From an optimization exercise on the open Yosys and OpenROAD flow, aimed at small area, a short achievable clock period and few clock cycles per item; shortcuts taken in it are not production practice.
RTL that was checked went through simulation tests only; none was proved equivalent to the original.
For run 1, only the layout was checked, not whether the RTL still works.
Power figures rest on the tool's default switching activity, not on a simulated workload.

==> flow/design.v (outline; a module is shown in full before it is edited, if it fits) <==
// module cla: 1490 lines
// module add_seq_ctrl: 66 lines
module add_seq_ctrl
#(
    parameter int unsigned N     = add_seq_pkg::ADDSEQ_N,
    parameter int unsigned WORDS = add_seq_pkg::ADDSEQ_WORDS
) (
    input  logic             clk,
    input  logic             rst,
    input  logic             in_valid,
    output logic             in_ready,
    input  logic [N*WORDS-1:0] a,
    input  logic [N*WORDS-1:0] b,
    input  logic             cin,
    input  logic             sub,
    output logic             out_valid,
    input  logic             out_ready,
    output logic [N*WORDS-1:0] sum,
    output logic             cout
);
  // ...
==> flow/flow/run.sh <==
#!/bin/bash
# The standard layout (standard.sh) with changes to how it is made; the
# constraints (constraint.sdc) are the standard flow's, unchanged. ORFS keeps each tool's
# log in orfs/logs; this script's own output goes to standard.log.
MARGIN=19.3
bash standard.sh finish \
  "BUFFER_PORTS_ARGS=-buffer_cell sky130_fd_sc_hd__buf_1" \
  SETUP_SLACK_MARGIN=$MARGIN \
  PRE_RESIZE_TCL=$PWD/flow/pre_resize.tcl  "ABC_AREA=1" "DONT_USE_CELLS= sky130_fd_sc_hd__probe_p_8 sky130_fd_sc_hd__probec_p_8 sky130_fd_sc_hd__lpflow_bleeder_1 sky130_fd_sc_hd__lpflow_clkbufkapwr_1 sky130_fd_sc_hd__lpflow_clkbufkapwr_16 sky130_fd_sc_hd__lpflow_clkbufkapwr_2 sky130_fd_sc_hd__lpflow_clkbufkapwr_4 sky130_fd_sc_hd__lpflow_clkbufkapwr_8 sky130_fd_sc_hd__lpflow_clkinvkapwr_1 sky130_fd_sc_hd__lpflow_clkinvkapwr_16 sky130_fd_sc_hd__lpflow_clkinvkapwr_2 sky130_fd_sc_hd__lpflow_clkinvkapwr_4 sky130_fd_sc_hd__lpflow_clkinvkapwr_8 sky130_fd_sc_hd__lpflow_decapkapwr_12 sky130_fd_sc_hd__lpflow_decapkapwr_3 sky130_fd_sc_hd__lpflow_decapkapwr_4 sky130_fd_sc_hd__lpflow_decapkapwr_6 sky130_fd_sc_hd__lpflow_decapkapwr_8 sky130_fd_sc_hd__lpflow_inputiso0n_1 sky130_fd_sc_hd__lpflow_inputiso0p_1 sky130_fd_sc_hd__lpflow_inputiso1n_1 sky130_fd_sc_hd__lpflow_inputiso1p_1 sky130_fd_sc_hd__lpflow_inputisolatch_1 sky130_fd_sc_hd__lpflow_isobufsrc_1 sky130_fd_sc_hd__lpflow_isobufsrc_16 sky130_fd_sc_hd__lpflow_isobufsrc_2 sky130_fd_sc_hd__lpflow_isobufsrc_4 sky130_fd_sc_hd__lpflow_isobufsrc_8 sky130_fd_sc_hd__lpflow_isobufsrckapwr_16 sky130_fd_sc_hd__lpflow_lsbuf_lh_hl_isowell_tap_1 sky130_fd_sc_hd__lpflow_lsbuf_lh_hl_isowell_tap_2 sky130_fd_sc_hd__lpflow_lsbuf_lh_hl_isowell_tap_4 sky130_fd_sc_hd__lpflow_lsbuf_lh_isowell_4 sky130_fd_sc_hd__lpflow_lsbuf_lh_isowell_tap_1 sky130_fd_sc_hd__lpflow_lsbuf_lh_isowell_tap_2 sky130_fd_sc_hd__lpflow_lsbuf_lh_isowell_tap_4  sky130_fd_sc_hd__fa_1 sky130_fd_sc_hd__fa_2 sky130_fd_sc_hd__fa_4" "CORE_UTILIZATION=60" "CTS_CLUSTER_SIZE=24" "CTS_CLUSTER_DIAMETER=90" > standard.log 2>&1
==> flow/flow/fanout_tree.tcl <==
# Rebuilds the buffering of a wide input net as a two-level tree placed near
# its loads. Sourced after global placement, before repair_design.
#   build_port_tree PORT LEAF_CELL GROUP
# collects every load reached from PORT's input buffer through plain buffers,
# removes those buffers, splits the loads by location into groups of at most
# GROUP pins, and drives each group from a LEAF_CELL buffer at its centroid.
proc fot_is_buf { inst } {
  set m [[$inst getMaster] getName]
  return [regexp {__(buf|clkbuf)_[0-9]+$} $m]
}
proc fot_collect { net leavesVar bufsVar } {
  upvar $leavesVar leaves
  upvar $bufsVar bufs
  foreach it [$net getITerms] {
    if { [$it getIoType] ne "INPUT" } { continue }
    set inst [$it getInst]
    if { [fot_is_buf $inst] } {
      lappend bufs $inst
      fot_collect [[$inst findITerm X] getNet] leaves bufs
    } else {
      lappend leaves $it
    }
  }
}
proc fot_xy { it } {
  set inst [$it getInst]
  set bb [$inst getBBox]
  return [list [expr {([$bb xMin] + [$bb xMax]) / 2}] [expr {([$bb yMin] + [$bb yMax]) / 2}]]
}
proc build_port_tree { port leaf_cell group } {
  set block [ord::get_db_block]
  set db [ord::get_db]
  set pnet [[$block findBTerm $port] getNet]
  set ibuf ""
  foreach it [$pnet getITerms] { set ibuf [$it getInst] }
  set onet [[$ibuf findITerm X] getNet]
  set leaves {}
  set bufs {}
  fot_collect $onet leaves bufs
  # move every leaf onto the input buffer's net and drop the old buffers
  foreach it $leaves {
    if { [$it getNet] ne $onet } { $it disconnect; $it connect $onet }
  }
  foreach b $bufs {
    set n [[$b findITerm X] getNet]
    odb::dbInst_destroy $b
    if { $n ne "NULL" && [llength [$n getITerms]] == 0 } { odb::dbNet_destroy $n }
  }
  set n [llength $leaves]
  set ngroups [expr {int(ceil(double($n) / $group))}]
  set ncols [expr {max(1, int(round(sqrt($ngroups))))}]
  # sort by x into columns, then by y inside each column, then chunk
  set pts {}
  foreach it $leaves { lappend pts [concat [list $it] [fot_xy $it]] }
  set pts [lsort -integer -index 1 $pts]
  set percol [expr {int(ceil(double($n) / $ncols))}]
  set master [$db findMaster $leaf_cell]
  set k 0
  for { set c 0 } { $c < $n } { incr c $percol } {
    set col [lsort -integer -index 2 [lrange $pts $c [expr {$c + $percol - 1}]]]
    set m [llength $col]
    set per [expr {int(ceil(double($m) / int(ceil(double($m) / $group))))}]
    for { set g 0 } { $g < $m } { incr g $per } {
      set grp [lrange $col $g [expr {$g + $per - 1}]]
      set sx 0; set sy 0
      foreach p $grp { incr sx [lindex $p 1]; incr sy [lindex $p 2] }
      set cx [expr {$sx / [llength $grp]}]
      set cy [expr {$sy / [llength $grp]}]
      set name "fot_${port}_$k"
      set inst [odb::dbInst_create $block $master $name]
      set net [odb::dbNet_create $block "${name}_net"]
      $inst setLocation $cx $cy
      $inst setPlacementStatus PLACED
      [$inst findITerm A] connect $onet
      [$inst findITerm X] connect $net
      foreach p $grp {
        set it [lindex $p 0]
        $it disconnect
        $it connect $net
      }
      incr k
    }
  }
  # power pins of the new buffers
  foreach i [$block getInsts] {
    if { [string match "fot_${port}_*" [$i getName]] } {
      foreach it [$i getITerms] {
        set t [[$it getMTerm] getSigType]
        if { $t eq "POWER" } { $it connect [$block findNet VDD] }
        if { $t eq "GROUND" } { $it connect [$block findNet VSS] }
      }
    }
  }
  puts "build_port_tree $port: $n loads, removed [llength $bufs] buffers, added $k $leaf_cell"
}
==> flow/flow/pre_resize.tcl <==
# Sourced by ORFS after global placement, before repair_design (PRE_RESIZE_TCL).
source [file join [file dirname [info script]] fanout_tree.tcl]
build_port_tree sub sky130_fd_sc_hd__buf_4 16
==> flow/standard.sh <==
#!/bin/bash
# synth_recipe.tcl (not shown) runs the flow's synth.tcl, then flattens the netlist and writes it again
# the make line also repeats each setting of config.mk as NAME=value (left out here)
make -C /OpenROAD-flow-scripts/flow DESIGN_CONFIG=/design/flow/config.mk WORK_HOME=/design/flow/orfs CLKGATE_MAP_FILE= SYNTH_SCRIPT=/design/flow/synth_recipe.tcl "${@:-finish}"
==> flow/config.mk <==
export PLATFORM = sky130hd
export DESIGN_NAME = add_seq_ctrl
export DESIGN_NICKNAME = add_seq_ctrl
export VERILOG_FILES = /design/flow/design.v
export SDC_FILE = /design/flow/constraint.sdc
export NUM_CORES = 4
export LEC_CHECK = 0
export CAP_MARGIN = 20
export CORE_MARGIN = 2
export CORE_UTILIZATION = 40
export SLEW_MARGIN = 20
==> flow/constraint.sdc <==
create_clock -name core_clock -period 28.0 [get_ports {clk}]
set_input_delay 5.6000 -clock core_clock [delete_from_list [all_inputs] [get_ports {clk}]]
set_output_delay 5.6000 -clock core_clock [all_outputs]
set_load 0.01 [all_outputs]
==> reports/qor.yml, run 1 <==
drt:
  wl_um: 96900
  viasPerCell: 5.07
synth:
  synth_most_common_cell: "nand2_1"
  yosys_warnings: 1
  synth_top_family_by_area: "simple AND/OR/NAND/NOR gates"
  ys.flop_type: "edfxtp_1"
  ys_top_cells_by_area: "edfxtp_1 (25%), nand2_1 (18%), dfxtp_1 (16%)"
  synthXorXnorAreaFrac_pct: 12.0
  synth_common_cells: "nand2_1 (1529), inv_1 (487), nand3_1 (306)"
  ys_async_sr_fraction_pct: 0.580
  syn_avg_cell_area_um2: 7.38
floorplanning:
  die-area_mm2: 0.0538
sta:
  hold_slack_ps: 452
  slew_violations: 0
  hold_viol: 0
  fin_ws_ps: 19620
  post-route-period-util_pct: 29.9
grt:
  grt_pass1_wl_um: 143000
  antenna_found_initial: 30
  gr-total-overflow: 0
  met2_usage_pct: 59.6
setup_path:
  rr_endpoint: "res_q[131]"
  endpoint: "res_q[156]"
  rrSetupSlack_ps: 24810
  critPathBufInv: 3
  path_cells: "clkbuf_16 -> buf_8 -> xnor2_2 -> or2_2 -> nand2_1 -> nor4_1 -> nand2_1 -> nand2_2 -> nand2_1 -> nand2_2 -> nand2_1 -> nand2_2 -> nand2_1 -> nand2_4 -> nand2_4 -> nand2_8 -> buf_4 -> nand2_2 -> nand2_2 -> nand2_1 -> nand2_1 -> a21oi_1 -> o21ai_0 -> nand2_1"
finish:
  finalInstanceArea_mm2: 0.0358
  diodes: 21
  layout_commonest_cell: "nand2_1"
  fin_util_pct: 69.7
  n_fill_cell: 4693
placed_design:
  dp_slack_ps: 18260
power_and_ir_drop:
  peakVddDrop_uv: 53.4
outcome:
  status: "no timing/DRC/antenna violations"
==> module add_seq_ctrl, before the edit <==
module add_seq_ctrl
#(
    parameter int unsigned N     = add_seq_pkg::ADDSEQ_N,
    parameter int unsigned WORDS = add_seq_pkg::ADDSEQ_WORDS
) (
    input  logic             clk,
    input  logic             rst,
    input  logic             in_valid,
    output logic             in_ready,
    input  logic [N*WORDS-1:0] a,
    input  logic [N*WORDS-1:0] b,
    input  logic             cin,
    input  logic             sub,
    output logic             out_valid,
    input  logic             out_ready,
    output logic [N*WORDS-1:0] sum,
    output logic             cout
);
    localparam int unsigned W = N * WORDS;
    logic         sub_eff;
    logic         c_eff;
    logic [W-1:0] add_sum;
    logic         add_cout;
    assign sub_eff = sub;
    assign c_eff   = sub | cin;
    cla #(.N(W)) u_cla (
        .A    (a),
        .B    (b),
        .Sub  (sub_eff),
        .Cin  (c_eff),
        .Sum  (add_sum),
        .Cout (add_cout)
    );
    logic         out_valid_q;    
    logic         skid_valid_q;   
    logic         in_ready_q;     
    logic [W:0]   res_q;          
    logic [W:0]   skid_q;
    logic accept, load_out;
    assign accept   = in_valid & in_ready_q;
    assign load_out = ~out_valid_q | out_ready;
    always_ff @(posedge clk or posedge rst) begin
        if (rst) begin
            out_valid_q  <= 1'b0;
            skid_valid_q <= 1'b0;
            in_ready_q   <= 1'b1;
        end else begin
            if (load_out) begin
                out_valid_q  <= skid_valid_q | accept;
                skid_valid_q <= 1'b0;
                in_ready_q   <= 1'b1;
            end else if (accept) begin
                skid_valid_q <= 1'b1;
                in_ready_q   <= 1'b0;
            end
        end
    end
    always_ff @(posedge clk) begin
        if (load_out) res_q <= skid_valid_q ? skid_q : {add_cout, add_sum};
        if (!skid_valid_q) skid_q <= {add_cout, add_sum};
    end
    assign in_ready  = in_ready_q;
    assign out_valid = out_valid_q;
    assign sum       = res_q[W-1:0];
    assign cout      = res_q[W];
endmodule
==> run 2: changes to the inputs <==
--- a/flow/design.v
+++ b/flow/design.v
@@ -2,24 +2,23 @@
     localparam int unsigned ADDSEQ_N     = 64;
     localparam int unsigned ADDSEQ_WORDS = 4;
 endpackage
 module cla #(
     parameter int unsigned N = 256
 ) (
     input  logic [N-1:0] A,
     input  logic [N-1:0] B,
-    input  logic         Sub,
     input  logic         Cin,
     output logic [N-1:0] Sum,
     output logic         Cout
 );
     logic [N-1:0] g, p;
-    assign p = A ^ B ^ {N{Sub}};
-    assign g = A & ~p;
+    assign g = A & B;
+    assign p = A ^ B;
     logic LG0_0, LP0_0;
     assign LG0_0 = g[0];
     assign LP0_0 = p[0];
     logic LG0_1, LP0_1;
     assign LG0_1 = g[1] | (p[1] & LG0_0);
     assign LP0_1 = p[1] & LP0_0;
     logic LG0_2, LP0_2;
     assign LG0_2 = g[2] | (p[2] & LG0_1);
@@ -1506,26 +1505,25 @@
     input  logic             cin,
     input  logic             sub,
     output logic             out_valid,
     input  logic             out_ready,
     output logic [N*WORDS-1:0] sum,
     output logic             cout
 );
     localparam int unsigned W = N * WORDS;
-    logic         sub_eff;
+    logic [W-1:0] b_eff;
     logic         c_eff;
     logic [W-1:0] add_sum;
     logic         add_cout;
-    assign sub_eff = sub;
-    assign c_eff   = sub | cin;
+    assign b_eff = sub ? ~b : b;
+    assign c_eff = sub | cin;
     cla #(.N(W)) u_cla (
         .A    (a),
-        .B    (b),
-        .Sub  (sub_eff),
+        .B    (b_eff),
         .Cin  (c_eff),
         .Sum  (add_sum),
         .Cout (add_cout)
     );
     logic         out_valid_q;    
     logic         skid_valid_q;   
     logic         in_ready_q;     
     logic [W:0]   res_q;          
==> flow/flow/run.sh (replaced) <==
#!/bin/bash
# The standard layout (standard.sh) with changes to how it is made; the
# constraints (constraint.sdc) are the standard flow's, unchanged. ORFS keeps each tool's
# log in orfs/logs; this script's own output goes to standard.log.
MARGIN=19.5
bash standard.sh finish \
  "BUFFER_PORTS_ARGS=-buffer_cell sky130_fd_sc_hd__buf_1" \
  SETUP_SLACK_MARGIN=$MARGIN \
  PRE_RESIZE_TCL=$PWD/flow/pre_resize.tcl  "ABC_AREA=1" "DONT_USE_CELLS= sky130_fd_sc_hd__probe_p_8 sky130_fd_sc_hd__probec_p_8 sky130_fd_sc_hd__lpflow_bleeder_1 sky130_fd_sc_hd__lpflow_clkbufkapwr_1 sky130_fd_sc_hd__lpflow_clkbufkapwr_16 sky130_fd_sc_hd__lpflow_clkbufkapwr_2 sky130_fd_sc_hd__lpflow_clkbufkapwr_4 sky130_fd_sc_hd__lpflow_clkbufkapwr_8 sky130_fd_sc_hd__lpflow_clkinvkapwr_1 sky130_fd_sc_hd__lpflow_clkinvkapwr_16 sky130_fd_sc_hd__lpflow_clkinvkapwr_2 sky130_fd_sc_hd__lpflow_clkinvkapwr_4 sky130_fd_sc_hd__lpflow_clkinvkapwr_8 sky130_fd_sc_hd__lpflow_decapkapwr_12 sky130_fd_sc_hd__lpflow_decapkapwr_3 sky130_fd_sc_hd__lpflow_decapkapwr_4 sky130_fd_sc_hd__lpflow_decapkapwr_6 sky130_fd_sc_hd__lpflow_decapkapwr_8 sky130_fd_sc_hd__lpflow_inputiso0n_1 sky130_fd_sc_hd__lpflow_inputiso0p_1 sky130_fd_sc_hd__lpflow_inputiso1n_1 sky130_fd_sc_hd__lpflow_inputiso1p_1 sky130_fd_sc_hd__lpflow_inputisolatch_1 sky130_fd_sc_hd__lpflow_isobufsrc_1 sky130_fd_sc_hd__lpflow_isobufsrc_16 sky130_fd_sc_hd__lpflow_isobufsrc_2 sky130_fd_sc_hd__lpflow_isobufsrc_4 sky130_fd_sc_hd__lpflow_isobufsrc_8 sky130_fd_sc_hd__lpflow_isobufsrckapwr_16 sky130_fd_sc_hd__lpflow_lsbuf_lh_hl_isowell_tap_1 sky130_fd_sc_hd__lpflow_lsbuf_lh_hl_isowell_tap_2 sky130_fd_sc_hd__lpflow_lsbuf_lh_hl_isowell_tap_4 sky130_fd_sc_hd__lpflow_lsbuf_lh_isowell_4 sky130_fd_sc_hd__lpflow_lsbuf_lh_isowell_tap_1 sky130_fd_sc_hd__lpflow_lsbuf_lh_isowell_tap_2 sky130_fd_sc_hd__lpflow_lsbuf_lh_isowell_tap_4  sky130_fd_sc_hd__fa_1 sky130_fd_sc_hd__fa_2 sky130_fd_sc_hd__fa_4" "CORE_UTILIZATION=60" "CTS_CLUSTER_SIZE=24" "CTS_CLUSTER_DIAMETER=90" "PLACE_DENSITY=0.75" > standard.log 2>&1
==> run 2 against run 1 <==
  * Area after synthesis down 5.5%
  * Clock skew shrank 11 ps
  * First-iteration DRC count up 7.3%
  * Design area shrank 0.89%
  * Clock power is 4.6% lower
  * Sequential cell count stayed put
  * Worst setup slack hardly changed
  * Hold slack improved by 3.2 ps
  * Cell count shrank 13%
  * Via count down 9.7%
  * Total power up 1.8%
  * Core utilization grew 3.1 points
==> reports/qor.yml, run 2 <==
finish:
  n_fill_cell: 3872  # was 4693
  biggestRegsByFlops: "res_q (257), skid_q (257)"  # unchanged
  layout_commonest_cell: "nand2_1"  # unchanged
  seq_area_mm2: 0.0129  # unchanged
  final_nets: 5073  # was 5500
  area_delta_synth_final_pct: 20.4  # was 14.8%
  final_cell_mix: "nand2_1 (999), buf_1 (775), inv_1 (319)"  # was nand2_1 (1525), buf_1 (775), inv_1 (485)
  drive_gt1_share_pct: 7.03  # was 6.87%
  multi_input_area_mm2: 0.0158  # about the same
  final_cell_count_no_fill: 4949  # was 5706
synth:
  synth_compound_area_share_pct: 6.30  # was 6.03%
  synth_most_common_cell: "nand2_1"  # unchanged
  synth.distinct_cells: 42  # was 56
  yosys.area_share.simple_pct: 21.3  # was 32.2%
  syn_avg_cell_area_um2: 8.54  # was 7.38 µm²
  ys_async_sr_fraction_pct: 0.580  # unchanged
  synth_area_mm2: 0.0295  # was 0.0312 mm²
  synth_top_family_by_area: "simple AND/OR/NAND/NOR gates"  # unchanged
  ys_seq_area_share_pct: 43.9  # was 41.5%
  yosys.area_share.adder_pct: 13.6  # was 0%
  ys_top_cells_by_area: "edfxtp_1 (26%), dfxtp_1 (17%), ha_1 (14%)"  # was edfxtp_1 (25%), nand2_1 (18%), dfxtp_1 (16%)
  synthXorXnorAreaFrac_pct: 9.68  # was 12.0%
  ys.flop_type: "edfxtp_1"  # unchanged
  yosys_warnings: 1  # unchanged
  synth_common_cells: "nand2_1 (1032), xor2_1 (323), ha_1 (320), inv_1 (320)"  # was nand2_1 (1529), inv_1 (487), nand3_1 (306)
  synth_mux_area_share_pct: 0  # unchanged
  synthCells: 3455  # was 4227
  synth_nets: 4293  # was 4745
  synth_top_area_cell: "edfxtp_1"  # unchanged
  ys_ff_latch: 517  # unchanged
  synth_edf_count: 257  # unchanged
  netlist.area_leader.share_pct: 26.2  # was 24.7%
power_and_ir_drop:
  p_leak_nw: 16.6  # was 17.0 nW
  finalPower_mw: 2.43  # was 2.39 mW
  peakVddDrop_uv: 56.8  # was 53.4 µV
  powerDensity_mw_per_mm2: 68.5  # was 66.7 mW/mm²
drt:
  drc_errors: 0  # unchanged
  wl_um: 94200  # was 96900 µm
  drt_iter0_drc: 1904  # was 1774
  viasPerCell: 5.27  # was 5.07
  num_vias: 26100  # was 28900
  ant_nets: 0  # unchanged
  routedWlPerCell_um: 19.0  # was 17.0 µm
  drt-pass1-iter-count: 6  # was 8
min_path:
  hold_class: "register to register"  # unchanged
  hold_start: "skid_q[107]"  # was skid_q[255]
cts:
  cts_tree: "yes"  # unchanged
  cts_buffer_depth: 3  # unchanged
  clock_sinks: 517  # unchanged
  cts_buffers: 28  # was 31
  cts_max_level: 1  # unchanged
  cts-root-buf: "clkbuf_16"  # unchanged
  path_clk_slew_ps: 90  # about the same
  ctsHoldBuffers: 0  # unchanged
  clk_latency_ps: 610  # was 620 ps
setup_path:
  crit_start: "sub"  # unchanged
  path_max_fanout: 8  # was 14
  critPathKind: "input port to register"  # unchanged
  timing.rr.start: "out_valid_q"  # was skid_valid_q
  start_kind: "input port"  # unchanged
  worstPathArrival_ps: 8690  # was 8710 ps
  cp-end-kind: "register"  # unchanged
  required_ps: 28320  # was 28340 ps
sta:
  fin_ws_ps: 19630  # was 19620 ps
  hold_viol: 0  # unchanged
  fmax_mhz: 119  # about the same
  tns_ps: 0  # unchanged
  final.min_clock_period_ps: 8370  # was 8380 ps
  worst-slew-pin-transition_ps: 1000  # was 1060 ps
  post-route-period-util_pct: 29.9  # about the same
  slew_headroom_pct: 33.1  # was 29.2%
  slew_violations: 0  # unchanged
  setup_violations: 0  # unchanged
  finalClockSkew_ps: 20.5  # was 31.3 ps
  rsz0062_at_grt: "true"  # was false
placed_design:
  port_buffers: 776  # unchanged
  finalWeightedCongestion: 0.991  # was 0.949
  dp_slack_ps: 18140  # was 18260 ps
  hpwl_um: 71500  # was 76100 µm
  dp.cells: 4834  # was 5619
floorplanning:
  ios: 777  # unchanged
  rows: 81  # was 83
  die-area_mm2: 0.0510  # was 0.0538 mm²
  die_h_um: 226  # was 232 µm
  core-area_mm2: 0.0487  # was 0.0514 mm²
  die_w_um: 226  # was 232 µm
  start_util_pct: 60.5  # was 60.7%
grt:
  grt_max_degree: 209  # was 181
  antenna_found_initial: 26  # was 30
  gr-total-overflow: 0  # unchanged
  grt_util_all_layers_pct: 34.9  # was 34.7%
  grt_pass1_wl_um: 134000  # was 143000 µm
  grt_pass1_vias: 23900  # was 26500
outcome:
  status: "no timing/DRC/antenna violations"  # unchanged
run:
  cap_viol_max_count: 0  # unchanged
==> run 2: where the power goes <==
| group | internal, mW | switching, mW | total (mW) | leakage, nW |
|---|---|---|---|---|
| clock | 0.230 | 0.265 | 0.495 | 0.472 |
| combinational | 0.278 | 0.524 | 0.802 | 11.3 |
| sequential | 1.06 | 0.0753 | 1.13 | 4.80 |
==> run 2: area by class of cell <==
type,count,share of cell area [%]
Clock inverter,10,0.412
Timing Repair Buffer,814,9.43
Clock buffer,42,2.33
Tap cell,664,2.34
Antenna cell,29,0.204
Inverter,322,3.43
Multi-Input combinational cell,2532,44.5
Sequential cell,517,36.4
Buffer,19,0.930
==> run 2: through the flow <==
step                utilization (%)  cell area (µm²)  hold slack, ps
finish                         72.8            35500             455
detailed placement             68.7            33500             434
global route                   72.8            35500             474
floorplan                         -            30100             414
global placement               68.5            33400             428
CTS                            71.2            34700             453
==> run 2: what timing repair did <==
item                                    in CTS  in global routing
buffers inserted                             2                 24
pin swaps                                    2                 35
gates resized for setup                     37                102
cloned                                       2                  6
endpoints found under the setup margin     401                147
==> run 2: metal layers <==
layer / GRT usage, % / routed length, µm
met1: 40.8 / 35400
met2: 57.9 / 44500
met3: 8.76 / 8060
met4: 21.1 / 6260
met5: 0 / 29
==> run 2: critical path, stage by stage <==
cell and delay [ps]:
buf_12 150, clkbuf_16 180, xor2_1 160, ha_1 320
inv_1 90, nor3_2 320, nand2_1 140, nor2_2 160
nand2_1 130, nor3_4 280, nand2_8 150, nand2_8 160
nand2_1 80, nand2_2 80, nand2_1 60, nand2_1 120
ha_2 190, nor2_2 40, xor2_1 170, o21ai_1 100
==> run 2: final timing paths <==
path | endpoint | slack (ps) | cells after the start
max in group asynchronous | in_ready_q | 22970 | 2
setup / recovery | res_q[173] | 19630 | 20
hold reg to reg | skid_q[107] | 450 | 2
setup reg to reg | res_q[219] | 24790 | 5
hold / removal | skid_q[107] | 450 | 2
min in group asynchronous | skid_valid_q | 4820 | 2
==> run 2: cells by family after synthesis <==
logic type,count (synthesis)
fa+ha+maj,320
flops,517
simple gates,1545
xor+xnor,326
buf+inv,408
compound gates,339
Testbench counts of run 2, summed over its fixed seeds: cycles 1,288, items 1,280.
==> run 3: changes to the inputs <==
==> flow/flow/run.sh (replaced) <==
#!/bin/bash
# The standard layout (standard.sh) with changes to how it is made; the
# constraints (constraint.sdc) are the standard flow's, unchanged. ORFS keeps each tool's
# log in orfs/logs; this script's own output goes to standard.log.
MARGIN=19.5
bash standard.sh finish \
  "BUFFER_PORTS_ARGS=-buffer_cell sky130_fd_sc_hd__buf_1" \
  SETUP_SLACK_MARGIN=$MARGIN \
  PRE_RESIZE_TCL=$PWD/flow/pre_resize.tcl  "ABC_AREA=1" "DONT_USE_CELLS= sky130_fd_sc_hd__probe_p_8 sky130_fd_sc_hd__probec_p_8 sky130_fd_sc_hd__lpflow_bleeder_1 sky130_fd_sc_hd__lpflow_clkbufkapwr_1 sky130_fd_sc_hd__lpflow_clkbufkapwr_16 sky130_fd_sc_hd__lpflow_clkbufkapwr_2 sky130_fd_sc_hd__lpflow_clkbufkapwr_4 sky130_fd_sc_hd__lpflow_clkbufkapwr_8 sky130_fd_sc_hd__lpflow_clkinvkapwr_1 sky130_fd_sc_hd__lpflow_clkinvkapwr_16 sky130_fd_sc_hd__lpflow_clkinvkapwr_2 sky130_fd_sc_hd__lpflow_clkinvkapwr_4 sky130_fd_sc_hd__lpflow_clkinvkapwr_8 sky130_fd_sc_hd__lpflow_decapkapwr_12 sky130_fd_sc_hd__lpflow_decapkapwr_3 sky130_fd_sc_hd__lpflow_decapkapwr_4 sky130_fd_sc_hd__lpflow_decapkapwr_6 sky130_fd_sc_hd__lpflow_decapkapwr_8 sky130_fd_sc_hd__lpflow_inputiso0n_1 sky130_fd_sc_hd__lpflow_inputiso0p_1 sky130_fd_sc_hd__lpflow_inputiso1n_1 sky130_fd_sc_hd__lpflow_inputiso1p_1 sky130_fd_sc_hd__lpflow_inputisolatch_1 sky130_fd_sc_hd__lpflow_isobufsrc_1 sky130_fd_sc_hd__lpflow_isobufsrc_16 sky130_fd_sc_hd__lpflow_isobufsrc_2 sky130_fd_sc_hd__lpflow_isobufsrc_4 sky130_fd_sc_hd__lpflow_isobufsrc_8 sky130_fd_sc_hd__lpflow_isobufsrckapwr_16 sky130_fd_sc_hd__lpflow_lsbuf_lh_hl_isowell_tap_1 sky130_fd_sc_hd__lpflow_lsbuf_lh_hl_isowell_tap_2 sky130_fd_sc_hd__lpflow_lsbuf_lh_hl_isowell_tap_4 sky130_fd_sc_hd__lpflow_lsbuf_lh_isowell_4 sky130_fd_sc_hd__lpflow_lsbuf_lh_isowell_tap_1 sky130_fd_sc_hd__lpflow_lsbuf_lh_isowell_tap_2 sky130_fd_sc_hd__lpflow_lsbuf_lh_isowell_tap_4  sky130_fd_sc_hd__fa_1 sky130_fd_sc_hd__fa_2 sky130_fd_sc_hd__fa_4" "CORE_UTILIZATION=60" "CTS_CLUSTER_SIZE=24" "CTS_CLUSTER_DIAMETER=90" "TNS_END_PERCENT=20" > standard.log 2>&1
==> run 3 against run 2 <==
  * Still clean on timing, DRC and antenna
  * Sequential cell count did not move
  * Sequential share of layout area increased by 0.25 points
  * Worst setup slack lost 72 ps
  * Clock-buffer cell count is 1 lower
  * Clock skew increased by 4.5 ps
  * Area after synthesis unchanged
  * Total power shrank 2.0%
  * Fmax down 0.86%
  * Core utilization decreased by 0.49 points
  * Register-to-register slack worse by 660 ps
  * Highest routed layer unchanged
==> reports/qor.yml, run 3 <==
placed_design:
  hpwl_um: 71400  # was 71500 µm
  dp_slack_ps: 18120  # was 18140 ps
  placed_cell_area_mm2: 0.0331  # was 0.0335 mm²
  finalWeightedCongestion: 0.950  # was 0.991
  port_buffers: 776  # unchanged
floorplanning:
  ios: 777  # unchanged
  start_util_pct: 60.5  # unchanged
  die-area_mm2: 0.0510  # unchanged
  die_w_um: 226  # unchanged
  rows: 81  # unchanged
  core-area_mm2: 0.0487  # unchanged
  die_h_um: 226  # unchanged
drt:
  routedWlPerCell_um: 18.7  # was 19.0 µm
  drc_errors: 0  # unchanged
  ant_nets: 0  # unchanged
  num_vias: 25600  # was 26100
  viasPerCell: 5.17  # was 5.27
  drt-pass1-iter-count: 5  # was 6
  drt_iter0_drc: 1600  # was 1904
  wl_um: 92500  # was 94200 µm
sta:
  tns_ps: 0  # unchanged
  post-route-period-util_pct: 30.2  # was 29.9%
  hold_slack_ps: 454  # was 455 ps
  setup_violations: 0  # unchanged
  finalClockSkew_ps: 25.0  # was 20.5 ps
  slew_violations: 0  # unchanged
  fmax_mhz: 118  # was 119 MHz
  worst-slew-pin-transition_ps: 907  # was 1000 ps
  rsz0062_at_grt: "true"  # unchanged
  final.min_clock_period_ps: 8450  # was 8370 ps
  hold_viol: 0  # unchanged
  fin_ws_ps: 19550  # was 19630 ps
  slew_headroom_pct: 39.5  # was 33.1%
setup_path:
  cp-end-kind: "register"  # unchanged
  timing.rr.start: "skid_valid_q"  # was out_valid_q
  crit_start: "sub"  # unchanged
  critPathKind: "input port to register"  # unchanged
  crit_top_cell: "nand2_1"  # unchanged
  critPathSlowestCell: "ha_1"  # unchanged
  slowest_delay_ps: 350  # was 320 ps
  start_kind: "input port"  # unchanged
  critPathBufInv: 2  # was 3
  path_cells: "clkbuf_16 -> buf_16 -> xor2_1 -> ha_1 -> a21oi_2 -> nor2_2 -> o21ai_1 -> nand3b_1 -> nor2_1 -> nand2_1 -> a21oi_2 -> nand2_4 -> nand2_8 -> nand2_8 -> nand2_1 -> nand2_1 -> nand2_1 -> nand2_1 -> ha_1 -> nor2_1 -> xor2_1 -> o21ai_0"  # was buf_12 -> clkbuf_16 -> xor2_1 -> ha_1 -> inv_1 -> nor3_2 -> nand2_1 -> nor2_2 -> nand2_1 -> nor3_4 -> nand2_8 -> nand2_8 -> nand2_1 -> nand2_2 -> nand2_1 -> nand2_1 -> ha_2 -> nor2_2 -> xor2_1 -> o21ai_1
  crit_family: "simple AND/OR/NAND/NOR gates"  # unchanged
  path_max_fanout: 7  # was 8
  required_ps: 28310  # was 28320 ps
  worstPathArrival_ps: 8760  # was 8690 ps
power_and_ir_drop:
  p_comb_share_pct: 32.8  # was 33.0%
  p_clk_share_pct: 19.7  # was 20.4%
  power.internal_mw: 1.54  # was 1.57 mW
  switching_share_pct: 35.4  # was 35.6%
  powerDensity_mw_per_mm2: 67.5  # was 68.5 mW/mm²
  switchingPower_uw: 843  # was 865 µW
  peakVddDrop_uv: 74.1  # was 56.8 µV
  p_leak_nw: 16.6  # about the same
  seqPwrFrac_pct: 47.5  # was 46.6%
synth:
  ys.flop_type: "edfxtp_1"  # unchanged
  ys_seq_area_share_pct: 43.9  # unchanged
  synth_most_common_cell: "nand2_1"  # unchanged
  syn_avg_cell_area_um2: 8.54  # unchanged
  synthCells: 3455  # unchanged
  yosys_warnings: 1  # unchanged
  synth_top_area_cell: "edfxtp_1"  # unchanged
  netlist.area_leader.share_pct: 26.2  # unchanged
  synth.distinct_cells: 42  # unchanged
  ys_ff_latch: 517  # unchanged
  ys_top_cells_by_area: "edfxtp_1 (26%), dfxtp_1 (17%), ha_1 (14%)"  # unchanged
  synth_edf_count: 257  # unchanged
  synth_nets: 4293  # unchanged
  synth_area_mm2: 0.0295  # unchanged
  ys_async_sr_fraction_pct: 0.580  # unchanged
  synth_common_cells: "nand2_1 (1032), xor2_1 (323), ha_1 (320), inv_1 (320)"  # unchanged
finish:
  final_nets: 5084  # was 5073
  layout_commonest_cell: "nand2_1"  # unchanged
  finalInstanceArea_mm2: 0.0353  # was 0.0355 mm²
  biggestRegsByFlops: "res_q (257), skid_q (257)"  # unchanged
  final_cell_mix: "nand2_1 (987), buf_1 (775), xor2_1 (319), inv_1 (319), ha_1 (309)"  # was nand2_1 (999), buf_1 (775), inv_1 (319)
  drive_gt1_share_pct: 6.82  # was 7.03%
  area_delta_synth_final_pct: 19.6  # was 20.4%
grt:
  grt_util_all_layers_pct: 34.3  # was 34.9%
  antenna_found_initial: 32  # was 26
  grt_use_met3_pct: 7.55  # was 8.76%
  grt_pass1_wl_um: 132000  # was 134000 µm
  grtUsageMet1_pct: 40.1  # was 40.8%
  grt_pass1_vias: 23500  # was 23900
  gr-total-overflow: 0  # unchanged
  busiest_layer: "met2"  # unchanged
  met2_usage_pct: 58.9  # was 57.9%
  grt_max_degree: 139  # was 209
cts:
  path_clk_slew_ps: 100  # was 90 ps
  cts_buffers: 28  # unchanged
  cts-root-buf: "clkbuf_16"  # unchanged
  cts_tree: "yes"  # unchanged
  cts_buffer_depth: 3  # unchanged
  cts_max_level: 1  # unchanged
  clock_sinks: 517  # unchanged
  clk_latency_ps: 620  # was 610 ps
min_path:
  hold_start: "skid_q[107]"  # unchanged
  hold_class: "register to register"  # unchanged
run:
  cap_viol_max_count: 0  # unchanged
outcome:
  status: "no timing/DRC/antenna violations"  # unchanged
run 3: cell counts after synthesis:
Identical to the previous run, type by type.
run 3: per-layer routing:
| layer | share of wire (%) | up-vias |
|---|---|---|
| met3 | 8.2 | 223 |
| met2 | 48 | 984 |
| met1 | 38 | 11500 |
| li1 | - | 12900 |
| met5 | 0.11 | - |
| met4 | 6.0 | 14 |
run 3: final timing paths:
kind / to / slack [ps] / depth (start not counted)
setup reg to reg: res_q[121] / 24130 / 4
hold / removal: skid_q[107] / 450 / 2
hold reg to reg: skid_q[107] / 450 / 2
min in group asynchronous: skid_valid_q / 4810 / 2
max in group asynchronous: in_ready_q / 22980 / 2
setup / recovery: res_q[157] / 19550 / 22
run 3: power groups by stage:
stage / combinational [mW] / sequential, mW / clock (mW)
after CTS: 0.747 / 1.13 / 0.473
after global placement: 0.722 / 1.14 / 0
after floorplan: 0.428 / 1.18 / 0
final: 0.782 / 1.13 / 0.470
after global routing: 0.873 / 1.15 / 0.496
after detailed placement: 0.733 / 1.14 / 0
run 3: final cells by class:
class / count / area (µm²)
diodes: 25 / 62.6
inverters: 322 / 1220
clock inverters: 11 / 123
multi-input cells: 2533 / 15600
plain buffers: 19 / 292
flip-flops and latches: 517 / 12900
repair buffers: 824 / 3430
clock buffers: 41 / 771
well taps: 664 / 831
fillers: 3923 / 13500
run 3: cell families after synthesis:
| family | share of synthesized area [%] |
|---|---|
| and+or+nand+nor | 21.3 |
| DFF | 43.9 |
| buffers and inverters | 5.24 |
| AOI/OAI and AO/OA | 6.30 |
| xor gates and xnor gates | 9.68 |
| adders and majority gates | 13.6 |
run 3: what timing repair did:
item,4_1_cts,5_1_grt
setup buffers,4,32
gates cloned,2,5
hold buffers,0,0
resized for setup,50,157
setup endpoints to repair,407,149
pin swaps,4,55
run 3: metrics by stage:
step | power, mW | utilization [%] | cells
after global placement | 1.86 | 67.8 | 4822
final | 2.38 | 72.4 | 4956
after global routing | 2.52 | 72.3 | 4949
after CTS | 2.35 | 70.4 | 4894
after floorplan | 1.61 | - | 3455
after detailed placement | 1.88 | 68.0 | 4836
run 3: tightest hold or removal path: stages (launching register included):
cell and delay (ps):
dfxtp_1 320, nand2_1 40, nand2_1 70
==> run 4: changes to the inputs <==
==> flow/flow/run.sh (replaced) <==
#!/bin/bash
# The standard layout (standard.sh) with changes to how it is made; the
# constraints (constraint.sdc) are the standard flow's, unchanged. ORFS keeps each tool's
# log in orfs/logs; this script's own output goes to standard.log.
MARGIN=19.5
bash standard.sh finish \
  "BUFFER_PORTS_ARGS=-buffer_cell sky130_fd_sc_hd__buf_1" \
  SETUP_SLACK_MARGIN=$MARGIN \
  PRE_RESIZE_TCL=$PWD/flow/pre_resize.tcl  "ABC_AREA=1" "DONT_USE_CELLS= sky130_fd_sc_hd__probe_p_8 sky130_fd_sc_hd__probec_p_8 sky130_fd_sc_hd__lpflow_bleeder_1 sky130_fd_sc_hd__lpflow_clkbufkapwr_1 sky130_fd_sc_hd__lpflow_clkbufkapwr_16 sky130_fd_sc_hd__lpflow_clkbufkapwr_2 sky130_fd_sc_hd__lpflow_clkbufkapwr_4 sky130_fd_sc_hd__lpflow_clkbufkapwr_8 sky130_fd_sc_hd__lpflow_clkinvkapwr_1 sky130_fd_sc_hd__lpflow_clkinvkapwr_16 sky130_fd_sc_hd__lpflow_clkinvkapwr_2 sky130_fd_sc_hd__lpflow_clkinvkapwr_4 sky130_fd_sc_hd__lpflow_clkinvkapwr_8 sky130_fd_sc_hd__lpflow_decapkapwr_12 sky130_fd_sc_hd__lpflow_decapkapwr_3 sky130_fd_sc_hd__lpflow_decapkapwr_4 sky130_fd_sc_hd__lpflow_decapkapwr_6 sky130_fd_sc_hd__lpflow_decapkapwr_8 sky130_fd_sc_hd__lpflow_inputiso0n_1 sky130_fd_sc_hd__lpflow_inputiso0p_1 sky130_fd_sc_hd__lpflow_inputiso1n_1 sky130_fd_sc_hd__lpflow_inputiso1p_1 sky130_fd_sc_hd__lpflow_inputisolatch_1 sky130_fd_sc_hd__lpflow_isobufsrc_1 sky130_fd_sc_hd__lpflow_isobufsrc_16 sky130_fd_sc_hd__lpflow_isobufsrc_2 sky130_fd_sc_hd__lpflow_isobufsrc_4 sky130_fd_sc_hd__lpflow_isobufsrc_8 sky130_fd_sc_hd__lpflow_isobufsrckapwr_16 sky130_fd_sc_hd__lpflow_lsbuf_lh_hl_isowell_tap_1 sky130_fd_sc_hd__lpflow_lsbuf_lh_hl_isowell_tap_2 sky130_fd_sc_hd__lpflow_lsbuf_lh_hl_isowell_tap_4 sky130_fd_sc_hd__lpflow_lsbuf_lh_isowell_4 sky130_fd_sc_hd__lpflow_lsbuf_lh_isowell_tap_1 sky130_fd_sc_hd__lpflow_lsbuf_lh_isowell_tap_2 sky130_fd_sc_hd__lpflow_lsbuf_lh_isowell_tap_4  sky130_fd_sc_hd__fa_1 sky130_fd_sc_hd__fa_2 sky130_fd_sc_hd__fa_4" "CTS_CLUSTER_SIZE=24" "CTS_CLUSTER_DIAMETER=90" "CORE_UTILIZATION=70" > standard.log 2>&1
==> run 4 against run 3 <==
  * The flow now stops in I/O pin placement
  * Area after synthesis unchanged
  * Synthesized cell count unchanged
==> reports/qor.yml, run 4 <==
synth:
  synth_common_cells: "nand2_1 (1032), xor2_1 (323), ha_1 (320), inv_1 (320)"  # unchanged
  netlist.area_leader.share_pct: 26.2  # unchanged
  syn_avg_cell_area_um2: 8.54  # unchanged
  synthCells: 3455  # unchanged
  ys_seq_area_share_pct: 43.9  # unchanged
  ys_async_sr_fraction_pct: 0.580  # unchanged
  synth_edf_count: 257  # unchanged
  yosys_warnings: 1  # unchanged
  ys_ff_latch: 517  # unchanged
  synth_area_mm2: 0.0295  # unchanged
  synth_nets: 4293  # unchanged
  ys.flop_type: "edfxtp_1"  # unchanged
  ys_top_cells_by_area: "edfxtp_1 (26%), dfxtp_1 (17%), ha_1 (14%)"  # unchanged
  synth_most_common_cell: "nand2_1"  # unchanged
  synth.distinct_cells: 42  # unchanged
  synth_top_area_cell: "edfxtp_1"  # unchanged
floorplanning:
  rows: 75  # was 81
  die_w_um: 209  # was 226 µm
  start_util_pct: 70.6  # was 60.5%
  die_h_um: 209  # was 226 µm
outcome:
  status: "stopped before the end"  # was no timing/DRC/antenna violations
  first-error: "[ERROR PPL-0024] Number of IO pins (777) exceeds maximum number of available positions (752). Increase the die perimeter from 837.10um to 1056.72um."
  lastStage: "I/O pin placement"
run 4: cell families after synthesis:
family / count (synthesis) / share of synthesized area (%)
and+or+nand+nor: 1545 / 21.3
AOI/OAI and AO/OA: 339 / 6.30
adders and majority gates: 320 / 13.6
xor gates and xnor gates: 326 / 9.68
DFF: 517 / 43.9
buffers and inverters: 408 / 5.24
==> run 5: changes to the inputs <==
==> flow/flow/run.sh (replaced) <==
#!/bin/bash
# The standard layout (standard.sh) with changes to how it is made; the
# constraints (constraint.sdc) are the standard flow's, unchanged. ORFS keeps each tool's
# log in orfs/logs; this script's own output goes to standard.log.
MARGIN=19.3
bash standard.sh finish \
  "BUFFER_PORTS_ARGS=-buffer_cell sky130_fd_sc_hd__buf_1" \
  SETUP_SLACK_MARGIN=$MARGIN \
  PRE_RESIZE_TCL=$PWD/flow/pre_resize.tcl  "ABC_AREA=1" "DONT_USE_CELLS= sky130_fd_sc_hd__probe_p_8 sky130_fd_sc_hd__probec_p_8 sky130_fd_sc_hd__lpflow_bleeder_1 sky130_fd_sc_hd__lpflow_clkbufkapwr_1 sky130_fd_sc_hd__lpflow_clkbufkapwr_16 sky130_fd_sc_hd__lpflow_clkbufkapwr_2 sky130_fd_sc_hd__lpflow_clkbufkapwr_4 sky130_fd_sc_hd__lpflow_clkbufkapwr_8 sky130_fd_sc_hd__lpflow_clkinvkapwr_1 sky130_fd_sc_hd__lpflow_clkinvkapwr_16 sky130_fd_sc_hd__lpflow_clkinvkapwr_2 sky130_fd_sc_hd__lpflow_clkinvkapwr_4 sky130_fd_sc_hd__lpflow_clkinvkapwr_8 sky130_fd_sc_hd__lpflow_decapkapwr_12 sky130_fd_sc_hd__lpflow_decapkapwr_3 sky130_fd_sc_hd__lpflow_decapkapwr_4 sky130_fd_sc_hd__lpflow_decapkapwr_6 sky130_fd_sc_hd__lpflow_decapkapwr_8 sky130_fd_sc_hd__lpflow_inputiso0n_1 sky130_fd_sc_hd__lpflow_inputiso0p_1 sky130_fd_sc_hd__lpflow_inputiso1n_1 sky130_fd_sc_hd__lpflow_inputiso1p_1 sky130_fd_sc_hd__lpflow_inputisolatch_1 sky130_fd_sc_hd__lpflow_isobufsrc_1 sky130_fd_sc_hd__lpflow_isobufsrc_16 sky130_fd_sc_hd__lpflow_isobufsrc_2 sky130_fd_sc_hd__lpflow_isobufsrc_4 sky130_fd_sc_hd__lpflow_isobufsrc_8 sky130_fd_sc_hd__lpflow_isobufsrckapwr_16 sky130_fd_sc_hd__lpflow_lsbuf_lh_hl_isowell_tap_1 sky130_fd_sc_hd__lpflow_lsbuf_lh_hl_isowell_tap_2 sky130_fd_sc_hd__lpflow_lsbuf_lh_hl_isowell_tap_4 sky130_fd_sc_hd__lpflow_lsbuf_lh_isowell_4 sky130_fd_sc_hd__lpflow_lsbuf_lh_isowell_tap_1 sky130_fd_sc_hd__lpflow_lsbuf_lh_isowell_tap_2 sky130_fd_sc_hd__lpflow_lsbuf_lh_isowell_tap_4  sky130_fd_sc_hd__fa_1 sky130_fd_sc_hd__fa_2 sky130_fd_sc_hd__fa_4" "CTS_CLUSTER_SIZE=24" "CTS_CLUSTER_DIAMETER=90" "CORE_UTILIZATION=60" > standard.log 2>&1
==> run 5 against run 4 <==
  * The run now finishes clean
  * Synthesized cell count unchanged
  * Area after synthesis unchanged
==> reports/qor.yml, run 5 <==
cts:
  clk_latency_ps: 620
  cts_tree: "yes"
  path_clk_slew_ps: 90
  cts_buffers: 29
  clock_sinks: 517
  cts_max_level: 1
  cts_buffer_depth: 3
  ctsHoldBuffers: 0
  cts-root-buf: "clkbuf_16"
synth:
  ys_async_sr_fraction_pct: 0.580  # unchanged
  synth_top_area_cell: "edfxtp_1"  # unchanged
  synthCells: 3455  # unchanged
  netlist.area_leader.share_pct: 26.2  # unchanged
  syn_avg_cell_area_um2: 8.54  # unchanged
  ys_top_cells_by_area: "edfxtp_1 (26%), dfxtp_1 (17%), ha_1 (14%)"  # unchanged
  synth_common_cells: "nand2_1 (1032), xor2_1 (323), ha_1 (320), inv_1 (320)"  # unchanged
  synth.distinct_cells: 42  # unchanged
  ys.flop_type: "edfxtp_1"  # unchanged
  synth_most_common_cell: "nand2_1"  # unchanged
  synth_nets: 4293  # unchanged
  ys_ff_latch: 517  # unchanged
  yosys_warnings: 1  # unchanged
  synth_area_mm2: 0.0295  # unchanged
  ys_seq_area_share_pct: 43.9  # unchanged
  synth_edf_count: 257  # unchanged
grt:
  antenna_found_initial: 27
  grt_pass1_vias: 23400
  gr-total-overflow: 0
  grt_pass1_wl_um: 132000
  grt_util_all_layers_pct: 34.1
  grt_max_degree: 197
sta:
  hold_viol: 0
  finalClockSkew_ps: 18.7
  fmax_mhz: 117
  slew_headroom_pct: 28.0
  worst-slew-pin-transition_ps: 1080
  rsz0062_at_grt: "true"
  fin_ws_ps: 19470
  final.min_clock_period_ps: 8530
  post-route-period-util_pct: 30.5
  slew_violations: 0
  tns_ps: 0
  setup_violations: 0
power_and_ir_drop:
  finalPower_mw: 2.37
  powerDensity_mw_per_mm2: 69.0
  peakVddDrop_uv: 46.1
  p_leak_nw: 16.3
setup_path:
  worstPathArrival_ps: 8880
  reg2reg_depth: 6
  path_max_fanout: 18
  cp-end-kind: "register"
  start_kind: "input port"
  required_ps: 28350
  critPathKind: "input port to register"
drt:
  viasPerCell: 5.16
  ant_nets: 0
  drt_iter0_drc: 1535
  drc_errors: 0
  drt-pass1-iter-count: 9
  num_vias: 25400
  wl_um: 90500
  routedWlPerCell_um: 18.4
floorplanning:
  die_w_um: 226  # was 209 µm
  ios: 777
  rows: 81  # was 75
  die_h_um: 226  # was 209 µm
  core-area_mm2: 0.0487
  die-area_mm2: 0.0510
  start_util_pct: 60.5  # was 70.6%
outcome:
  status: "no timing/DRC/antenna violations"  # was stopped before the end
finish:
  final_nets: 5047
  final_cell_mix: "nand2_1 (1028), buf_1 (775), xor2_1 (322)"
  final_cell_count_no_fill: 4917
  drive_gt1_share_pct: 3.59
  layout_commonest_cell: "nand2_1"
  area_delta_synth_final_pct: 16.5
  finalInstanceArea_mm2: 0.0344
  biggestRegsByFlops: "res_q (257), skid_q (257)"
placed_design:
  hpwl_um: 71200
  dp.cells: 4836
  dp_slack_ps: 18200
  placed_cell_area_mm2: 0.0332
  port_buffers: 776
  finalWeightedCongestion: 0.929
run:
  cap_viol_max_count: 0
min_path:
  hold_class: "register to register"
  hold-path-cell-count: 2
[run 5: cell counts after synthesis]
No cell type changed its count.
[run 5: worst max-delay path, stage by stage]
cell	delay, ps
clkbuf_16	180
buf_12	190
xor2_1	160
ha_1	350
a21oi_2	170
nor2_1	70
o21ai_0	160
nand3b_1	120
nor2_2	130
nand2_1	110
a21oi_2	180
nand2_4	140
nand2_4	120
nand2_8	130
buf_4	180
nand2_2	50
nand2_2	70
nand2_1	80
nand2_2	70
ha_2	190
nor2_1	120
xor2_1	150
o21ai_1	90
[run 5: final timing paths]
path                              from  slack, ps            to
max reg2reg                out_valid_q      24400    res_q[159]
max                                sub      19470    res_q[253]
min reg2reg                skid_q[132]        450   skid_q[132]
min                        skid_q[132]        450   skid_q[132]
max in group asynchronous          rst      22970    in_ready_q
min in group asynchronous          rst       4810  skid_valid_q
[run 5: logic make-up (layout without fill, tap and decap cells)]
logic type,after synthesis,after routing,share of synthesized area [%]
xor+xnor,326,326,9.68
flops,517,517,43.9
compound gates,339,339,6.30
other cells,0,21,0
buf+inv,408,1185,5.24
fa+ha+maj,320,320,13.6
simple gates,1545,1545,21.3
[run 5: timing repair]
action	in CTS	in global routing
resized for setup	7	34
cloned	0	1
setup endpoints to repair	234	74
pin swaps	0	4
buffers inserted	0	5
[run 5: layer usage]
| metal | up-vias | wire, µm | part of all wire, % | global-route usage [%] |
|---|---|---|---|---|
| li1 | 12800 | - | - | - |
| met1 | 11400 | 35000 | 39 | 40.3 |
| met2 | 896 | 42000 | 46 | 56.5 |
| met3 | 233 | 7520 | 8.3 | 8.46 |
| met4 | 16 | 5870 | 6.5 | 19.8 |
| met5 | - | 101 | 0.11 | 0 |
[run 5: power breakdown]
part	total, mW	internal [mW]	switching [mW]
logic	0.755	0.256	0.499
clock network	0.483	0.212	0.272
registers	1.13	1.06	0.0735
total	2.37	1.53	0.844
[run 5: cell type report]
cell class | count | area (µm²)
Antenna cell | 21 | 52.6
Buffer | 19 | 224
Clock buffer | 40 | 767
Clock inverter | 14 | 165
Fill cell | 4149 | 14400
Inverter | 322 | 1220
Multi-Input combinational cell | 2530 | 15100
Sequential cell | 517 | 12900
Tap cell | 664 | 831
Timing Repair Buffer | 790 | 3060
[run 5: per-stage QoR]
stage | utilization [%] | hold WS [ps]
final | 70.5 | 454
after global routing | 70.5 | 466
after CTS | 70.0 | 456
after detailed placement | 68.1 | 434
after global placement | 67.8 | 429
after floorplan | - | 414
==> run 6: changes to the inputs <==
==> flow/flow/run.sh (replaced) <==
#!/bin/bash
# The standard layout (standard.sh) with changes to how it is made; the
# constraints (constraint.sdc) are the standard flow's, unchanged. ORFS keeps each tool's
# log in orfs/logs; this script's own output goes to standard.log.
MARGIN=19.3
bash standard.sh finish \
  "BUFFER_PORTS_ARGS=-buffer_cell sky130_fd_sc_hd__buf_1" \
  SETUP_SLACK_MARGIN=$MARGIN \
  PRE_RESIZE_TCL=$PWD/flow/pre_resize.tcl  "ABC_AREA=1" "DONT_USE_CELLS= sky130_fd_sc_hd__probe_p_8 sky130_fd_sc_hd__probec_p_8 sky130_fd_sc_hd__lpflow_bleeder_1 sky130_fd_sc_hd__lpflow_clkbufkapwr_1 sky130_fd_sc_hd__lpflow_clkbufkapwr_16 sky130_fd_sc_hd__lpflow_clkbufkapwr_2 sky130_fd_sc_hd__lpflow_clkbufkapwr_4 sky130_fd_sc_hd__lpflow_clkbufkapwr_8 sky130_fd_sc_hd__lpflow_clkinvkapwr_1 sky130_fd_sc_hd__lpflow_clkinvkapwr_16 sky130_fd_sc_hd__lpflow_clkinvkapwr_2 sky130_fd_sc_hd__lpflow_clkinvkapwr_4 sky130_fd_sc_hd__lpflow_clkinvkapwr_8 sky130_fd_sc_hd__lpflow_decapkapwr_12 sky130_fd_sc_hd__lpflow_decapkapwr_3 sky130_fd_sc_hd__lpflow_decapkapwr_4 sky130_fd_sc_hd__lpflow_decapkapwr_6 sky130_fd_sc_hd__lpflow_decapkapwr_8 sky130_fd_sc_hd__lpflow_inputiso0n_1 sky130_fd_sc_hd__lpflow_inputiso0p_1 sky130_fd_sc_hd__lpflow_inputiso1n_1 sky130_fd_sc_hd__lpflow_inputiso1p_1 sky130_fd_sc_hd__lpflow_inputisolatch_1 sky130_fd_sc_hd__lpflow_isobufsrc_1 sky130_fd_sc_hd__lpflow_isobufsrc_16 sky130_fd_sc_hd__lpflow_isobufsrc_2 sky130_fd_sc_hd__lpflow_isobufsrc_4 sky130_fd_sc_hd__lpflow_isobufsrc_8 sky130_fd_sc_hd__lpflow_isobufsrckapwr_16 sky130_fd_sc_hd__lpflow_lsbuf_lh_hl_isowell_tap_1 sky130_fd_sc_hd__lpflow_lsbuf_lh_hl_isowell_tap_2 sky130_fd_sc_hd__lpflow_lsbuf_lh_hl_isowell_tap_4 sky130_fd_sc_hd__lpflow_lsbuf_lh_isowell_4 sky130_fd_sc_hd__lpflow_lsbuf_lh_isowell_tap_1 sky130_fd_sc_hd__lpflow_lsbuf_lh_isowell_tap_2 sky130_fd_sc_hd__lpflow_lsbuf_lh_isowell_tap_4  sky130_fd_sc_hd__fa_1 sky130_fd_sc_hd__fa_2 sky130_fd_sc_hd__fa_4" "CTS_CLUSTER_SIZE=24" "CTS_CLUSTER_DIAMETER=90" "CORE_UTILIZATION=52" > standard.log 2>&1
==> run 6 against run 5 <==
  * Critical endpoint is now res_q[141]
  * Still clean on timing, DRC and antenna
  * Total power hardly changed
  * Sequential cell count stayed put
  * Highest routed layer unchanged
  * Largest power group unchanged
  * Wire length is 2.8% higher
==> reports/qor.yml, run 6 <==
outcome:
  status: "no timing/DRC/antenna violations"  # unchanged
sta:
  hold_viol: 0  # unchanged
  tns_ps: 0  # unchanged
  rsz0062_at_grt: "true"  # unchanged
  final.min_clock_period_ps: 8500  # was 8530 ps
  slew_violations: 0  # unchanged
  finalClockSkew_ps: 20.8  # was 18.7 ps
  fmax_mhz: 118  # was 117 MHz
  fin_ws_ps: 19500  # was 19470 ps
  setup_violations: 0  # unchanged
  slew_headroom_pct: 30.2  # was 28.0%
  worst-slew-pin-transition_ps: 1050  # was 1080 ps
  post-route-period-util_pct: 30.3  # was 30.5%
placed_design:
  dp_slack_ps: 18260  # was 18200 ps
  finalWeightedCongestion: 0.925  # was 0.929
  port_buffers: 776  # unchanged
  hpwl_um: 74000  # was 71200 µm
drt:
  drt-pass1-iter-count: 6  # was 9
  ant_nets: 0  # unchanged
  viasPerCell: 5.01  # was 5.16
  drc_errors: 0  # unchanged
  routedWlPerCell_um: 18.6  # was 18.4 µm
  num_vias: 25000  # was 25400
  drt_iter0_drc: 1484  # was 1535
  wl_um: 93000  # was 90500 µm
setup_path:
  endpoint: "res_q[141]"  # was res_q[253]
  critPathSlowestCell: "ha_1"  # unchanged
  worstPathArrival_ps: 8810  # was 8880 ps
  slowest_delay_ps: 350  # about the same
  reg2reg_depth: 4  # was 6
  timing.rr.start: "skid_valid_q"  # was out_valid_q
  start_kind: "input port"  # unchanged
  rrSetupSlack_ps: 25020  # was 24400 ps
  path_max_fanout: 16  # was 18
  cp.depth: 22  # was 23
  critPathKind: "input port to register"  # unchanged
  crit_family: "simple AND/OR/NAND/NOR gates"  # unchanged
  path_cells: "clkbuf_16 -> buf_8 -> xor2_1 -> ha_1 -> a21oi_2 -> nor2_1 -> o21ai_0 -> nand3b_1 -> nor2_2 -> nand2_2 -> a21oi_2 -> nand2_4 -> nand2_4 -> nand2_4 -> nand2_2 -> nand2_2 -> nand2_1 -> nand2_2 -> ha_1 -> nor2_1 -> xor2_1 -> o21ai_0"  # was clkbuf_16 -> buf_12 -> xor2_1 -> ha_1 -> a21oi_2 -> nor2_1 -> o21ai_0 -> nand3b_1 -> nor2_2 -> nand2_1 -> a21oi_2 -> nand2_4 -> nand2_4 -> nand2_8 -> buf_4 -> nand2_2 -> nand2_2 -> nand2_1 -> nand2_2 -> ha_2 -> nor2_1 -> xor2_1 -> o21ai_1
  critPathBufInv: 2  # was 3
  required_ps: 28310  # was 28350 ps
  cp-end-kind: "register"  # unchanged
  crit_top_cell: "nand2_2"  # unchanged
  crit_start: "sub"  # unchanged
  rr_endpoint: "res_q[231]"  # was res_q[159]
power_and_ir_drop:
  peakVddDrop_uv: 60.8  # was 46.1 µV
  switching_share_pct: 35.3  # was 35.6%
  p_comb_share_pct: 32.1  # was 31.9%
  p_leak_nw: 16.3  # about the same
  powerDensity_mw_per_mm2: 68.6  # was 69.0 mW/mm²
  power.internal_mw: 1.54  # was 1.53 mW
  seqPwrFrac_pct: 47.6  # was 47.8%
  switchingPower_uw: 836  # was 844 µW
  p_clk_share_pct: 20.3  # was 20.4%
synth:
  synth_top_area_cell: "edfxtp_1"  # unchanged
  synth_most_common_cell: "nand2_1"  # unchanged
  ys_async_sr_fraction_pct: 0.580  # unchanged
  netlist.area_leader.share_pct: 26.2  # unchanged
  yosys_warnings: 1  # unchanged
  synth_nets: 4293  # unchanged
  synth_area_mm2: 0.0295  # unchanged
  ys_seq_area_share_pct: 43.9  # unchanged
  synth_common_cells: "nand2_1 (1032), xor2_1 (323), ha_1 (320), inv_1 (320)"  # unchanged
  ys_ff_latch: 517  # unchanged
  synthCells: 3455  # unchanged
  synth.distinct_cells: 42  # unchanged
  syn_avg_cell_area_um2: 8.54  # unchanged
  ys.flop_type: "edfxtp_1"  # unchanged
  ys_top_cells_by_area: "edfxtp_1 (26%), dfxtp_1 (17%), ha_1 (14%)"  # unchanged
  synth_edf_count: 257  # unchanged
grt:
  grt_util_all_layers_pct: 30.4  # was 34.1%
  gr-total-overflow: 0  # unchanged
  grt_pass1_wl_um: 137000  # was 132000 µm
  grt_max_degree: 149  # was 197
  grt_pass1_vias: 23600  # was 23400
  antenna_found_initial: 20  # was 27
finish:
  multi_input_area_mm2: 0.0152  # was 0.0151 mm²
  final_cell_mix: "nand2_1 (1030), buf_1 (775), xor2_1 (320)"  # was nand2_1 (1028), buf_1 (775), xor2_1 (322)
  n_fill_cell: 5327  # was 4149
  fin_util_pct: 61.4  # was 70.5%
  seq_area_mm2: 0.0129  # unchanged
  final_nets: 5045  # was 5047
  drive_gt1_share_pct: 3.62  # was 3.59%
  biggestRegsByFlops: "res_q (257), skid_q (257)"  # unchanged
  layout_commonest_cell: "nand2_1"  # unchanged
  area_delta_synth_final_pct: 17.1  # was 16.5%
min_path:
  hold-path-cell-count: 2  # unchanged
  hold_class: "register to register"  # unchanged
  hold_start: "skid_q[224]"  # was skid_q[132]
cts:
  cts_buffers: 28  # was 29
  clock_sinks: 517  # unchanged
  clk_latency_ps: 610  # was 620 ps
  cts_buffer_depth: 3  # unchanged
  cts-root-buf: "clkbuf_16"  # unchanged
  cts_tree: "yes"  # unchanged
  cts_max_level: 1  # unchanged
  path_clk_slew_ps: 90  # about the same
  ctsHoldBuffers: 0  # unchanged
floorplanning:
  die_w_um: 242  # was 226 µm
  die-area_mm2: 0.0586  # was 0.0510 mm²
  core-area_mm2: 0.0563  # was 0.0487 mm²
  rows: 87  # was 81
  ios: 777  # unchanged
  die_h_um: 242  # was 226 µm
  start_util_pct: 52.4  # was 60.5%
run:
  cap_viol_max_count: 0  # unchanged
## run 6: cell counts after synthesis
No cell type changed its count.
## run 6: metrics by stage
step           hold WS, ps  instance area [µm²]  power (mW)  std cells
4_1_cts                452                34200        2.37       4980
3_5_place_dp           431                33300        1.90       4928
5_1_grt                468                34500        2.52       4993
6_report               454                34500        2.37       4994
2_1_floorplan          414                29700        1.62       3455
3_3_place_gp           428                33200        1.89       4912
## run 6: cells by family (layout without fill, tap and decap cells)
family,after synthesis,count (layout),synth area share [%]
simple gates,1545,1546,21.3
fa+ha+maj,320,320,13.6
other cells,0,10,0
buf+inv,408,1180,5.24
compound gates,339,339,6.30
flops,517,517,43.9
xor+xnor,326,326,9.68
## run 6: final cells by class
cell class	count	share of cell area (%)
clock buffers	42	2.27
repair buffers	787	8.80
clock inverters	10	0.420
diodes	10	0.0724
well taps	756	2.74
inverters	322	3.52
flip-flops and latches	517	37.5
multi-input cells	2531	43.9
plain buffers	19	0.808
## run 6: power by group through the flow
stage / registers, mW / logic, mW / clock network (mW)
6_report: 1.13 / 0.761 / 0.481
5_1_grt: 1.15 / 0.857 / 0.514
4_1_cts: 1.13 / 0.756 / 0.490
3_5_place_dp: 1.14 / 0.751 / 0
3_3_place_gp: 1.14 / 0.747 / 0
2_1_floorplan: 1.18 / 0.432 / 0
## run 6: metal layers
metal | vias up | global-route usage (%) | routed length [µm]
li1 | 12800 | - | -
met1 | 11300 | 36.6 | 37300
met2 | 732 | 52.5 | 44600
met3 | 166 | 7.43 | 6900
met4 | 22 | 12.0 | 4050
met5 | - | 0 | 137
## run 6: how the worst min path moves through the flow
stage	to	slack, ps
final	skid_q[224]	450
after global routing	skid_q[119]	470
after CTS	skid_q[224]	450
after detailed placement	skid_q[222]	430
after global placement	skid_q[224]	430
after floorplan	skid_q[255]	410
## run 6: worst reg2reg max path, stage by stage (launching register included)
cell and delay, ps:
dfrtp_4 710, inv_6 650, buf_4 950, nand3_1 350, nand2_1 170
## run 6: timing repair
item / in CTS / in global routing
gates cloned: 0 / 2
pin swaps: 0 / 4
setup buffers: 0 / 2
resized for setup: 5 / 57
setup endpoints to repair: 199 / 126

## static timing again, ports no longer ideal
How much do the figures lean on ideal ports? The routed layouts below were timed once more, with nothing changed but the port constraints. Step 1 (the two cells are an assumption about what drives the block):
set clk [get_ports {clk}]
set_driving_cell -lib_cell sky130_fd_sc_hd__clkbuf_16 $clk
set_driving_cell -lib_cell sky130_fd_sc_hd__buf_2 [delete_from_list [all_inputs] $clk]
Step 2, shift: input delay + t, output delay - t, t = (earliest + latest rising clock arrival at the registers) / 2. This alone moves slack from input paths to output paths. Slacks: ideal ports / drivers / drivers and shift; pairs: ideal ports / drivers.
run | t, ns | setup WS [ns] | worst register clock-pin slew, ns
run 1 | 0.672 | 19.625 / 19.459 / 18.787 | 0.10 / 0.10
run 2 | 0.661 | 19.625 / 19.404 / 18.743 | 0.10 / 0.10
run 3 | 0.664 | 19.553 / 19.414 / 18.750 | 0.10 / 0.10
run 5 | 0.669 | 19.472 / 19.388 / 18.718 | 0.10 / 0.10
run 6 | 0.662 | 19.503 / 19.357 / 18.695 | 0.10 / 0.10
After both steps every run listed still meets setup and hold. The setup slack of run 2, which loses most, moves by -0.221 ns with the drivers and by -0.882 ns with both steps.
